From an optimization exercise on the open Yosys and OpenROAD flow, aimed at small area; shortcuts taken in it are not production practice.
Only simulation tests tie the RTL to the original design; equivalence was not proved.

== run 1 ==
// mem_tester_top
module mem_tester_top #(
   parameter int sweep_beats = 1048576
) (
   input  logic                          ui_clk,
   input  logic                          resetn,
   input  logic                          calib_done,
   input  logic                          app_rdy,
   input  logic                          app_wdf_rdy,
   input  logic                          app_rd_data_valid,
   input  logic [256-1:0] app_rd_data,
   output logic                          app_en,
   output logic [2:0]                    app_cmd,
   output logic [28-1:0] app_addr,
   output logic                          app_wdf_wren,
   output logic [256-1:0] app_wdf_data,
   output logic                          led_pass,
   output logic                          led_fail,
   output logic                          led_calib,
   output logic [32-1:0]    sweep_count
);
   logic [256-1:0] pattern;
   logic                          sweep_start;
   logic                          advance;
   logic                          beat_pass;
   logic                          rd_match;
   pattern_source #(
      .sweep_beats (sweep_beats)
   ) u_pattern_source (
      .ui_clk      (ui_clk),
      .resetn      (resetn),
      .advance     (advance),
      .pattern     (pattern),
      .addr        (app_addr),
      .sweep_start (sweep_start)
   );
   assign app_wdf_data = pattern;
   test_sequencer u_test_sequencer (
      .ui_clk       (ui_clk),
      .resetn       (resetn),
      .calib_done   (calib_done),
      .app_rdy      (app_rdy),
      .app_wdf_rdy  (app_wdf_rdy),
      .rd_valid     (app_rd_data_valid),
      .rd_match     (rd_match),
      .app_en       (app_en),
      .app_cmd      (app_cmd),
      .app_wdf_wren (app_wdf_wren),
      .led_fail     (led_fail),
      .beat_pass    (beat_pass),
      .advance      (advance)
   );
   result_checker u_result_checker (
      .ui_clk      (ui_clk),
      .resetn      (resetn),
  ...
Size in the first run: ~1500 cells after synthesis, roughly 8900 um^2 of cells after synthesis.
clock: 10.0 ns
lec_check: 0
cap_margin: 20
core_area: 2 2 198 198
cts_buf_list: sky130_fd_sc_hd__clkbuf_8
cts_cluster_diameter: 50
cts_cluster_size: 10
die_area: 0 0 200 200
place_density: 0.85
slew_margin: 20
synth_hierarchical: 1
standard.sh (not shown) runs the stock make flow with config.mk's settings and CLKGATE_MAP_FILE= SYNTH_SCRIPT=/design/flow/synth_recipe.tcl, a recipe that flattens the netlist after the stock synthesis.
==> flow/flow/run.sh <==
#!/bin/bash
# Layout flow. Synthesis is ORFS's (hierarchical, as config.mk asks), run
# without its adder extraction and with each of a few area-mapping ABC scripts
# in place of ORFS's own; in each run the module pattern_rom (combinational)
# is replaced by its own best area mapping. The smallest netlist whose
# registers match the standard synthesis's is laid out by the standard flow,
# with 1x buffers on the ports.
set -euo pipefail
W=$(pwd)
R=$W/orfs/results/$FLOW_PLATFORM/mem_tester_top/base
LIB=$FLOW_HOME/platforms/$FLOW_PLATFORM/lib/sky130_fd_sc_hd__tt_025C_1v80.lib
DU=$(tr '\n' ' ' < $W/flow/dont_use.txt)

# standard synthesis: the reference registers, and the fallback netlist
bash standard.sh synth > $W/std_synth.log 2>&1
cp $R/1_2_yosys.v $W/std_1_2_yosys.v

regs() { grep -oE "sky130_fd_sc_hd__(df|edf|sdf|dlx|dlr|dlc|sdl)[a-z0-9_]* +[^ ]+" $1 | sort; }
# the whole design's area (the top module's own line when the synthesis is flat)
area() {
   local a
   a=$(sed -n "s/^ *Chip area for top module '\\\\$2': \([0-9.]*\).*/\1/p" $1 | head -1)
   [[ -n $a ]] || a=$(sed -n "s/^ *Chip area for module '\\\\$2': \([0-9.]*\).*/\1/p" $1 | head -1)
   echo $a
}
less() { python3 -c "import sys; sys.exit(0 if float('$1') < float('$2') else 1)"; }
regs $W/std_1_2_yosys.v > $W/regs_std.txt
: > $W/synth_choice.txt

# pattern_rom on its own with each ROM script; keep the smallest
rom=""; rom_area=1e99
for s in $W/flow/rom/*.script; do
   n=$(basename $s .script)
   if ROM_DESIGN=$W/design.v ROM_SCRIPT=$s ROM_OUT=$W/$n.v LIB_FILE=$LIB DONT_USE="$DU" \
         yosys -c $W/flow/rom_map.tcl > $W/$n.log 2>&1; then
      a=$(area $W/$n.v.stat pattern_rom)
      echo "$n: $a" >> $W/synth_choice.txt
      if [[ -n $a ]] && less $a $rom_area; then rom=$W/$n.v; rom_area=$a; fi
   else
      echo "$n: failed" >> $W/synth_choice.txt
   fi
done
echo "pattern_rom: $rom ($rom_area)" >> $W/synth_choice.txt

# the design with each area script, in its own ORFS work folder
for s in $W/flow/abc*.script; do
   n=$(basename $s .script)
   rm -rf $W/scripts_$n $W/orfs_$n
   cp -r $FLOW_HOME/scripts $W/scripts_$n
   cp $s $W/scripts_$n/abc_area.script
   sed -i 's#^\(\s*\)log_cmd abc {\*}\$abc_args$#&\n\1source $::env(SWAP_TCL)#' $W/scripts_$n/synth.tcl
   grep -q 'SWAP_TCL' $W/scripts_$n/synth.tcl
   sed "s#WORK_HOME=[^ ]*#WORK_HOME=$W/orfs_$n#" standard.sh > $W/std_$n.sh
   ( ROM_NETLIST=$rom SWAP_TCL=$W/flow/swap.tcl \
        bash $W/std_$n.sh ABC_AREA=1 ADDER_MAP_FILE= SCRIPTS_DIR=$W/scripts_$n synth \
        > $W/synth_$n.log 2>&1 || true ) &
done
wait

best=$W/std_1_2_yosys.v
best_area=$(area $W/orfs/reports/$FLOW_PLATFORM/mem_tester_top/base/synth_stat.txt $FLOW_TOP)
echo "standard: $best_area" >> $W/synth_choice.txt
for s in $W/flow/abc*.script; do
   n=$(basename $s .script)
   v=$W/orfs_$n/results/$FLOW_PLATFORM/mem_tester_top/base/1_2_yosys.v
   st=$W/orfs_$n/reports/$FLOW_PLATFORM/mem_tester_top/base/synth_stat.txt
   [[ -f $v && -f $st ]] || { echo "$n: failed" >> $W/synth_choice.txt; continue; }
   regs $v > $W/regs_$n.txt
   a=$(area $st $FLOW_TOP)
   if ! cmp -s $W/regs_std.txt $W/regs_$n.txt; then
      echo "$n: $a, registers differ" >> $W/synth_choice.txt; continue
   fi
   echo "$n: $a" >> $W/synth_choice.txt
   if less $a $best_area; then best=$v; best_area=$a; fi
done
echo "chosen: $best ($best_area)" >> $W/synth_choice.txt

if [[ $best != $W/std_1_2_yosys.v ]]; then
   cp $best $R/1_2_yosys.v
   rm -f $R/1_synth.odb $R/1_synth.sdc
fi

# the layout repairs with 1x and 2x buffers only
DU_LAYOUT="$DU sky130_fd_sc_hd__buf_4 sky130_fd_sc_hd__buf_6 sky130_fd_sc_hd__buf_8 sky130_fd_sc_hd__buf_12 sky130_fd_sc_hd__buf_16 sky130_fd_sc_hd__bufbuf_8 sky130_fd_sc_hd__bufbuf_16"
BUFFER_PORTS_ARGS="-buffer_cell sky130_fd_sc_hd__buf_1" bash standard.sh "DONT_USE_CELLS=$DU_LAYOUT" finish > $W/layout.log 2>&1
Other scripts of this flow, unchanged in this note and not shown: flow/flow/abc1.script, flow/flow/abc2.script, flow/flow/abc3.script, flow/flow/abc4.script, flow/flow/dont_use.txt, flow/flow/rom/rom1.script, flow/flow/rom/rom2.script, flow/flow/rom/rom3.script, flow/flow/rom_map.tcl, flow/flow/swap.tcl
Run 1: PASS, flow complete, no timing, DRC or antenna violations
## Diff of input files: run 2 against run 1
- CTS_BUF_LIST now sky130_fd_sc_hd__clkbuf_16, was sky130_fd_sc_hd__clkbuf_8
- CTS_CLUSTER_SIZE now 30, was 10
- CTS_CLUSTER_DIAMETER now 100, was 50
--- a/flow/flow/run.sh
+++ b/flow/flow/run.sh
@@ -82,4 +82,2 @@
 
-# the layout repairs with 1x and 2x buffers only
-DU_LAYOUT="$DU sky130_fd_sc_hd__buf_4 sky130_fd_sc_hd__buf_6 sky130_fd_sc_hd__buf_8 sky130_fd_sc_hd__buf_12 sky130_fd_sc_hd__buf_16 sky130_fd_sc_hd__bufbuf_8 sky130_fd_sc_hd__bufbuf_16"
-BUFFER_PORTS_ARGS="-buffer_cell sky130_fd_sc_hd__buf_1" bash standard.sh "DONT_USE_CELLS=$DU_LAYOUT" finish > $W/layout.log 2>&1
+BUFFER_PORTS_ARGS="-buffer_cell sky130_fd_sc_hd__buf_1" bash standard.sh finish > $W/layout.log 2>&1
[summary]
Compared with run 1, in run 2 vias per cell fell by about 1.1%; post-place setup slack fell by 1.17 ns; via count of the first global-routing pass fell by 2.0%.
The final reports for run 2 and run 1 show worst setup margin lower in the former.
Compared with run 1, in run 2 maximum frequency saw a decrease, number of logic stages on the critical path including buffering saw an increase.
Inputs modified between run 2 and run 3:
- CTS_BUF_LIST now sky130_fd_sc_hd__clkbuf_8, was sky130_fd_sc_hd__clkbuf_16
- CTS_CLUSTER_SIZE now 10, was 30
- CTS_CLUSTER_DIAMETER now 50, was 100
--- a/flow/flow/run.sh
+++ b/flow/flow/run.sh
@@ -6,3 +6,3 @@
 # registers match the standard synthesis's is laid out by the standard flow,
-# with 1x buffers on the ports.
+# with 1x buffers on the ports and 1x/2x buffers for the layout's repairs.
 set -euo pipefail
@@ -82,2 +82,4 @@
 
-BUFFER_PORTS_ARGS="-buffer_cell sky130_fd_sc_hd__buf_1" bash standard.sh finish > $W/layout.log 2>&1
+# the layout repairs with 1x and 2x buffers only
+DU_LAYOUT="$DU sky130_fd_sc_hd__inv_6 sky130_fd_sc_hd__inv_8 sky130_fd_sc_hd__inv_12 sky130_fd_sc_hd__inv_16 sky130_fd_sc_hd__buf_4 sky130_fd_sc_hd__buf_6 sky130_fd_sc_hd__buf_8 sky130_fd_sc_hd__buf_12 sky130_fd_sc_hd__buf_16 sky130_fd_sc_hd__bufbuf_8 sky130_fd_sc_hd__bufbuf_16"
+BUFFER_PORTS_ARGS="-buffer_cell sky130_fd_sc_hd__buf_1" bash standard.sh "DONT_USE_CELLS=$DU_LAYOUT" finish > $W/layout.log 2>&1
## What came out
Final area ended up 0.75% lower on run 3 than on run 2. [compare] base=run 2 new=run 3: setup slack after layout increased by 1.32 ns relative to the old numbers. Portion of the clock cycle consumed by the worst path in the final layout sits lower in run 3 than in run 2. Origin of the worst setup path = u_pattern_source.beat_idx[1]$_DFF_PN0_: run 2; origin of the worst setup path = u_pattern_source.beat_idx[0]$_DFF_PN0_: run 3.

[separate check: timing with driven ports]
In the flow no input, the clock included, has a driving cell. The finished layouts below were timed again as built, in two steps. Step 1 sets driving cells, clkbuf_16 on the clock port and buf_2 on the other inputs (assumed; they add their load-dependent delay and slew). Step 2 moves the port delays by t, midway between the first and last clock arrival at a register: inputs arrive t later, outputs are due t later. That takes back most of the time a late clock gives input paths. Slacks: ideal / step 1 / step 2; pairs: ideal / step 1.
run | t (ns) | setup WS [ns] | worst hold slack (ns)
run 1 | 0.343 | 2.662 / 2.662 / 2.662 | 0.529 / 0.529 / 0.529
run 2 | 0.329 | 1.214 / 1.214 / 1.214 | 0.497 / 0.497 / 0.497
run 3 | 0.341 | 2.531 / 2.531 / 2.531 | 0.512 / 0.512 / 0.512
After both steps every run listed still meets setup and hold.
